What follows belongs to an exercise in optimizing a design on an open flow for small area, a short achievable clock period and few clock cycles per item; a production flow would make more cautious choices.
The RTL was checked by simulation tests, not by an equivalence proof against the original design.
Power is estimated from default activity; no workload was simulated.

## flow/design.v (module list and top-level ports; edited modules follow where they fit)
// module conv3x3_stream_engine: 2161 lines
// module csa_fa: 10 lines
// module pg_cell: 11 lines
// module g_cell: 8 lines
module conv3x3_stream_engine #(
    parameter int BIT_DEPTH = 8,
    parameter int IMG_W     = 28,
    parameter int IMG_H     = 28,
    parameter int ACC_W     = 20,
    parameter int ADDR_W    = 10
) (
    input  logic                 clk,
    input  logic                 rst,
    input  logic                 kernel_wr_en,
    input  logic [3:0]           kernel_wr_addr,
    input  logic [BIT_DEPTH-1:0] kernel_wr_data,
    input  logic                 start,
    input  logic [1:0]           stride,
    input  logic                 relu_en,
    input  logic [4:0]           shift_amt,
    input  logic                 pix_valid,
    input  logic [BIT_DEPTH-1:0] pix_data,
    output logic                 pix_ready,
    output logic                 out_valid,
    output logic [BIT_DEPTH-1:0] out_data,
    output logic [ADDR_W-1:0]    out_addr,
    input  logic                 out_ready,
    output logic                 busy,
    output logic                 done
);
  // ...
==> flow/flow/run.sh <==
#!/bin/bash
# Own layout flow: the standard synthesis and layout, with two changes to
# how the layout is made:
#  - ports are buffered with sky130_fd_sc_hd__buf_2 instead of the default
#    buffer the flow picks (a slow clock-delay cell);
#  - delay cells (clkdlybuf*, dlygate*, dlymetal*) are not used by the
#    resizer's slew/capacitance repair on signal nets.
# Each run of standard.sh writes its full output to a log file here.
set -euo pipefail
bash standard.sh synth > synth.log 2>&1
export BUFFER_PORTS_ARGS="-buffer_cell sky130_fd_sc_hd__buf_2"
export DONT_USE_CELLS="sky130_fd_sc_hd__clkdlybuf4s15_1 sky130_fd_sc_hd__clkdlybuf4s15_2 sky130_fd_sc_hd__clkdlybuf4s18_1 sky130_fd_sc_hd__clkdlybuf4s18_2 sky130_fd_sc_hd__clkdlybuf4s25_1 sky130_fd_sc_hd__clkdlybuf4s25_2 sky130_fd_sc_hd__clkdlybuf4s50_1 sky130_fd_sc_hd__clkdlybuf4s50_2 sky130_fd_sc_hd__dlygate4sd1_1 sky130_fd_sc_hd__dlygate4sd2_1 sky130_fd_sc_hd__dlygate4sd3_1 sky130_fd_sc_hd__dlymetal6s2s_1 sky130_fd_sc_hd__dlymetal6s4s_1 sky130_fd_sc_hd__dlymetal6s6s_1"
bash standard.sh > layout.log 2>&1
==> flow/standard.sh <==
#!/bin/bash
# synth_recipe.tcl (not shown) runs the flow's synth.tcl, then flattens the netlist and writes it again
# the make line also repeats each setting of config.mk as NAME=value (left out here)
make -C /OpenROAD-flow-scripts/flow DESIGN_CONFIG=/design/flow/config.mk WORK_HOME=/design/flow/orfs CLKGATE_MAP_FILE= SYNTH_SCRIPT=/design/flow/synth_recipe.tcl "${@:-finish}"
==> flow/config.mk <==
export PLATFORM = sky130hd
export DESIGN_NAME = conv3x3_stream_engine
export DESIGN_NICKNAME = conv3x3_stream_engine
export VERILOG_FILES = /design/flow/design.v
export SDC_FILE = /design/flow/constraint.sdc
export NUM_CORES = 4
export LEC_CHECK = 0
export CAP_MARGIN = 50
export CORE_MARGIN = 2
export CORE_UTILIZATION = 40
export CTS_BUF_LIST = sky130_fd_sc_hd__clkbuf_8
export CTS_CLUSTER_DIAMETER = 50
export CTS_CLUSTER_SIZE = 14
export SLEW_MARGIN = 70
export SYNTH_HIERARCHICAL = 1
==> flow/constraint.sdc <==
create_clock -name core_clock -period 13.0 [get_ports {clk}]
set_input_delay 2.6000 -clock core_clock [delete_from_list [all_inputs] [get_ports {clk}]]
set_output_delay 2.6000 -clock core_clock [all_outputs]
set_load 0.01 [all_outputs]
==> run notes, run 1 <==
status finished clean; multi-input gate share of the layout cell area 0.3980; Final Cell Area between 40000 and 50000 sq um; cell depth of the worst flop-to-flop path 11; Ys Warns 9; Layout area overhead 11.40%; met2 WL between 40000 and 50000 um; Site Rows between 100 and 150; Worst EP required roughly 10 ns; Routed Antenna Nets 0; logic depth of the worst setup path including buffers 1; P_int roughly 7.0 mW; CTS Root Cell clkbuf_8; DR top layer met5; # port buffers 55; Buffers, non-clock between 200 and 300; register area between 20000 and 25000 sq um; Congestion Overflow GR 0; Die ar. ~100000 sq um; Clk Latency, worst-skew pair between 0.7 and 0.8 ns; Startpoint Class flop; Max Slew Vio Count 0; Hold-fix buffers, CTS 0; met1 wire length 41740 um; Largest register FFs between 400 and 500; number of global-route vias before repair between 20000 and 25000; HP Start rp[0]$_DFF_P_; Top pwr grp combinational cells; leakage about 15 nW; clock buffer depth 3; Seq. pwr about 3.2 mW; Final Critical Period ~3.9 ns; Worst Setup SP out_addr_r[2]$_SDFFE_PP0P_; # diodes 1; CTS tree yes; HPWL after detailed placement between 80000 and 90000 um; critical path's top delay family flip-flops; met3 WL between 9000 and 10000 um
Testbench counts, summed over its fixed seeds: cycles 25,476, items 14,027.
==> inputs of run 2 (changes only) <==
--- a/flow/config.mk
+++ b/flow/config.mk
@@ -7,5 +7,5 @@
 export LEC_CHECK = 0
-export CAP_MARGIN = 50
+export CAP_MARGIN = 30
 export CORE_MARGIN = 2
-export CORE_UTILIZATION = 40
+export CORE_UTILIZATION = 60
 export CTS_BUF_LIST = sky130_fd_sc_hd__clkbuf_8
@@ -13,3 +13,3 @@
 export CTS_CLUSTER_SIZE = 14
-export SLEW_MARGIN = 70
+export SLEW_MARGIN = 40
 export SYNTH_HIERARCHICAL = 1
==> run notes, run 2 <==
status finished clean; met2 GRT Util 0.4762; die width 258.7 um; share of the cycle needed by the critical path after routing 0.3134; Final Cell Area 41440 sq um (-4.5%); Critical Path End Type flop; drt wl/cell between 20 and 30 um; CTS Root Cell clkbuf_8; Avg Inst Size Synth 14.86 sq um; biggest regs lbc x464, rp x88, kr x72; most common cell after layout, fill and taps aside edfxtp_1; sum of negative setup slack 0 ns; Ys Warns 9 (unchanged); number of global-route vias before repair 22940 (-3.1%); Largest register FFs 464 (unchanged); Max H-tree Level 3; r2r setup slk 8.99 ns; Final Critical Period 4.074 ns (+0.1530 ns); Congestion Overflow GR 0 (unchanged); Die ar. 66940 sq um (-33%); RePlAce Congestion slightly below 1; commonest non-fill, non-tap cells in the layout edfxtp_1, nand2_1, fa_1; initial antenna violation count 9; layout cells sized above 1 0.09070; chip height 258.7 um; Power per Cell Area approximately 290 nW/um^2; Max IR drop VDD 0.0006031 V; first-pass GRT wire length approximately 150000 um; Worst Setup SP pix_valid; Post-DP Area 39810 sq um; FMAX 245.5 MHz; # clock sinks 755; Routed Antenna Nets 0 (unchanged); Site Rows 93 (-18%); cell depth of the worst flop-to-flop path 7 (-4); Worst EP required 13.57 ns (+3.17 ns); synthesized netlist cell count approximately 2600; Reg-to-Reg Start kr[1][5]$_DFFE_PP_; Slew headroom 0.3679; cts bufs inserted 76; DR iter-0 viols 2484; Layout area overhead 6.431%; Routed WL a little over 100000 um; CTS tree yes; Hold-fix buffers, CTS 0 (unchanged); largest net degree at the start of global routing 93; final hold slack around 0.38 ns; Clk Latency, worst-skew pair 0.73 ns (-0.03 ns); # nets final 3225; Hold EP lbc[26]$_DFFE_PP_; Max Slew Vio Count 0 (unchanged); grt met1 use 0.4237; # port buffers 55 (unchanged); overall routing resource usage 0.3181; Least-Margin Pin Slew approximately 0.95 ns; global route hottest layer met2; post-CTS sizing 0; final setup fails 0; Startpoint Class input pin; clock buffer depth 3 (unchanged); leakage 14.15 nW (-6.3%); crit path DAT ~4.7 ns; CTS clk-pin slew, worst paths 0.09 ns; io pins 56; HP Class flop to flop; TritonRoute pass-1 iters 7; Top reg by flops lbc; grt met3 use 0.1164; Post-route DRC 0; RSZ-0062 raised after global routing false; initial core utilization 0.6050; final hold vios 0; Vias per Instance ~6; via count roughly 21000; critical path class input pin to flop; HPWL after detailed placement 75720 um (-9.0%); Hold Path Depth 0; crit-path max FO 10; Max Cap Viol 0; Mapped Area approximately 39000 sq um; HP Start lbc[18]$_DFFE_PP_; setup bufs post-CTS 0; Worst Skew around 0.088 ns; Crit Reg-Reg Endpoint rp[87]$_DFF_P_; Placeable Area 64350 sq um
==> run 2: cell count changes in the layout (fill, tap and decap cells not counted), moves of 6 or more <==
cell,before,now
buf_2,182,55
buf_4,52,9
dfxtp_1,161,170
dfxtp_2,8,1
buf_16,8,2
inv_1,81,75
==> run 2: power breakdown <==
group / total [mW] / internal (mW) / switching [mW]
sequential: 3.19 / 2.96 / 0.222
clock: 1.54 / 0.681 / 0.857
combinational: 7.12 / 3.38 / 3.74
total: 11.8 / 7.02 / 4.82
==> run 2: area by class of cell <==
cell class                 instances  area, sq um
timing repair buffer              72        478.0
inverter                          56        210.2
clock buffer                      80         1101
multi-input combinational       1650        17140
fill                            4715        22910
tap                              855         1070
antenna                            4        10.01
clock inverter                    55        470.5
sequential                       755        20960
==> run 2: worst max path at each step <==
| stage | end | slack (ns) | cells after the start |
|---|---|---|---|
| 6_report | pix_ready_r$_SDFF_PN0_ | 8.93 | 10 |
| 4_1_cts | ndone_i$_SDFF_PN1_ | 8.96 | 8 |
| 3_5_place_dp | ndone_i$_SDFF_PN1_ | 8.21 | 8 |
| 2_1_floorplan | lbc[0]$_DFFE_PP_ | 1.67 | 0 |
| 3_3_place_gp | pix_ready_r$_SDFF_PN0_ | 8.30 | 10 |
| 5_1_grt | pix_ready_r$_SDFF_PN0_ | 8.66 | 10 |
==> run 2: through the flow <==
step	total power, mW	utilization	setup slack [ns]	std cells
finish	11.84	0.6439	8.926	3527
global route	12.80	0.6438	8.660	3524
CTS	11.95	0.6431	8.956	3521
detailed placement	10.38	0.6187	8.206	3386
global placement	10.33	0.6175	8.302	3384
floorplan	8.273	-	1.673	2624
==> run 2: routing by layer <==
metal	share of wire	wire, um
met3	0.13	12850
met1	0.38	38420
met5	0.00048	49
met4	0.049	4978
met2	0.45	45880
==> run 2: worst max-delay path, cell delays in order <==
cell and delay [ns]:
buf_2 0.07, nor2b_1 0.49, nand3_1 0.13, a21oi_1 0.23, inv_1 0.10, ha_1 0.42
o21ai_0 0.27, nor3_1 0.08, o21ai_0 0.20, inv_1 0.06
==> inputs of run 3 (changes only) <==
--- a/flow/config.mk
+++ b/flow/config.mk
@@ -7,3 +7,3 @@
 export LEC_CHECK = 0
-export CAP_MARGIN = 30
+export CAP_MARGIN = 40
 export CORE_MARGIN = 2
@@ -13,3 +13,3 @@
 export CTS_CLUSTER_SIZE = 14
-export SLEW_MARGIN = 40
+export SLEW_MARGIN = 55
 export SYNTH_HIERARCHICAL = 1
==> run notes, run 3 <==
overall routing resource usage 0.3176 (-0.0005719); Vias per Instance 6.031 (+0.64%); CTS tree yes; fin worst setup slack 9.051 ns (+0.1248 ns); cts bufs inserted 76 (unchanged); io pins 56 (unchanged); Congestion Overflow GR 0 (unchanged); number of global-route vias before repair 22790 (-0.61%); clock buffer depth 3 (unchanged); first-pass GRT wire length 149500 um (-0.59%); Max H-tree Level 3 (unchanged); dpl ws 8.184 ns (-0.02171 ns); leakage 14.25 nW (+0.72%); Clk Latency, worst-skew pair 0.71 ns (-0.02 ns); crit-path max FO 9 (-1); Avg Inst Size Synth 14.86 sq um (unchanged); grt met1 use 0.4131 (-0.01065); crit path DAT 4.52 ns (-0.13 ns); status finished clean; crit-path most repeated cell fa_1; Site Rows 93 (unchanged); Routed WL 102500 um (+0.27%); Largest register FFs 464 (unchanged); CP Cell Sequence nand2_1 -> fa_1 -> fa_1 -> fa_1 -> fa_1 -> fa_1 -> fa_1; global route hottest layer met2; Placeable Area 64350 sq um (unchanged); layout cells sized above 1 0.09967 (+0.008961); RSZ-0062 raised after global routing false; most common cell after layout, fill and taps aside edfxtp_1; final hold vios 0 (unchanged); Startpoint Class flop; # port buffers 55 (unchanged); share of the cycle needed by the critical path after routing 0.3038 (-0.009599); Max Cap Viol 0 (unchanged); Non-Filler Instances 3546 (+0.54%); post-CTS sizing 0 (unchanged); Power per Cell Area 283.2 nW/um^2 (-0.91%); CTS Root Cell clkbuf_8; Mapped Area 38930 sq um (unchanged); Die ar. 66940 sq um (unchanged); # nets final 3248 (+0.71%); Max Slew Vio Count 0 (unchanged); CTS clk-pin slew, worst paths 0.08 ns (about the same); DR iter-0 viols 2604 (+4.8%); HP Class flop to flop; initial core utilization 0.6050 (unchanged); Least-Margin Pin Slew 0.7422 ns (-0.2059 ns); chip height 258.7 um (unchanged); initial antenna violation count 8 (-1); drt wl/cell 28.89 um (-0.26%); final setup fails 0 (unchanged); setup bufs post-CTS 0 (unchanged); Final Cell Area 41580 sq um (+0.36%); Worst EP required 13.57 ns (about the same); die width 258.7 um (unchanged); Slew headroom 0.5052 (+0.1373); Final Critical Period 3.949 ns (-0.1248 ns); via count 21390 (+1.2%); RePlAce Congestion 0.9876 (unchanged); Inst Count DP 3401 (+0.44%); critical path class flop to flop; FMAX 253.2 MHz (+3.2%); # clock sinks 755 (unchanged); largest net degree at the start of global routing 93 (unchanged); Multi-input gate area 17180 sq um (+0.21%); Layout area overhead 6.810%; sum of negative setup slack 0 ns (unchanged); Routed Antenna Nets 0 (unchanged); critical path's slowest cell edfxtp_1; Max IR drop VDD 0.0006389 V (+5.9%); Post-DP Area 39980 sq um (+0.41%); Critical Path End Type flop; grt met3 use 0.1289 (+0.01252); Top reg by flops lbc; Post-route DRC 0 (unchanged); CP peak stage delay 0.80 ns (+0.31 ns); Hold-fix buffers, CTS 0 (unchanged); register area 20960 sq um (unchanged); commonest non-fill, non-tap cells in the layout edfxtp_1, nand2_1, fa_1; Worst Skew 0.05717 ns (-0.03076 ns); TritonRoute pass-1 iters 6 (-1); synthesized netlist cell count 2620 (unchanged); met2 GRT Util 0.4772 (+0.001043); Ys Warns 9 (unchanged); biggest regs lbc x464, rp x88, kr x72; HPWL after detailed placement 76840 um (+1.5%); Fillers 4727 (+0.25%)
run 3: final cells by class:
type,instances,share of cell area
flip-flops and latches,755,0.5039
diodes,2,0.0001204
inverters,56,0.005055
clock inverters,56,0.009989
well taps,855,0.02573
multi-input cells,1650,0.4131
clock buffers,77,0.02549
repair buffers,95,0.01661
run 3: path summary, 6_finish.rpt:
check / cells past startpoint / endpoint / startpoint / slack, ns
max: 7 / rp[53]$_DFF_P_ / lbc[233]$_DFFE_PP_ / 9.05
min: 1 / sum[0]$_DFF_P_ / rp[0]$_DFF_P_ / 0.37
max reg2reg: 7 / rp[53]$_DFF_P_ / lbc[233]$_DFFE_PP_ / 9.05
min reg2reg: 1 / sum[0]$_DFF_P_ / rp[0]$_DFF_P_ / 0.37
run 3: power by group:
group	internal, mW	switching, mW	total (mW)
Sequential	2.96	0.213	3.18
Combinational	3.39	3.75	7.14
Clock	0.623	0.839	1.46
run 3: through the flow:
| stage | hold slack, ns | util | power [mW] |
|---|---|---|---|
| floorplan | 0.3379 | - | 8.273 |
| global placement | 0.3454 | 0.6175 | 10.33 |
| detailed placement | 0.3493 | 0.6212 | 10.37 |
| CTS | 0.3737 | 0.6442 | 11.86 |
| global route | 0.4140 | 0.6462 | 12.67 |
| finish | 0.3683 | 0.6462 | 11.78 |
run 3: critical path, delay by kind of cell (launching register included):
| family | cells | cell delay, ns |
|---|---|---|
| DFF | 1 | 0.80 |
| and+or+nand+nor | 1 | 0.20 |
| adders and majority gates | 6 | 2.81 |
run 3: routing by layer:
metal / up-vias / routed length (um)
li1: 8766 / -
met1: 11000 / 37970
met2: 1304 / 46450
met3: 312 / 13080
met4: 4 / 4931
met5: - / 24

afterwards: timing with drivers on the ports:
In the flow no input, the clock included, has a driving cell. The finished layouts below were timed again as built, in two steps. Step 1 assumes that a clkbuf_16 drives the clock port and a buf_2 every other input. Step 2 adds t to the input delays and takes it off the output delays; t is the mean of the earliest and latest rising clock arrival at the registers after step 1. Input paths then give back, and output paths get back, about the clock's delay inside the block. a / b / c = no drivers / after step 1 / after step 2; a / b = the first two.
run | t, ns | setup WS [ns] | latest minus earliest clock arrival (ns)
run 1 | 0.791 | 9.079 / 9.017 / 8.376 | 0.057 / 0.058
run 2 | 0.752 | 8.926 / 8.963 / 8.211 | 0.088 / 0.088
run 3 | 0.748 | 9.051 / 9.031 / 8.417 | 0.058 / 0.057
After both steps setup and hold are still met in every run listed. The setup slack of run 2, which loses most, moves by +0.037 ns with the drivers and by -0.715 ns with both steps.
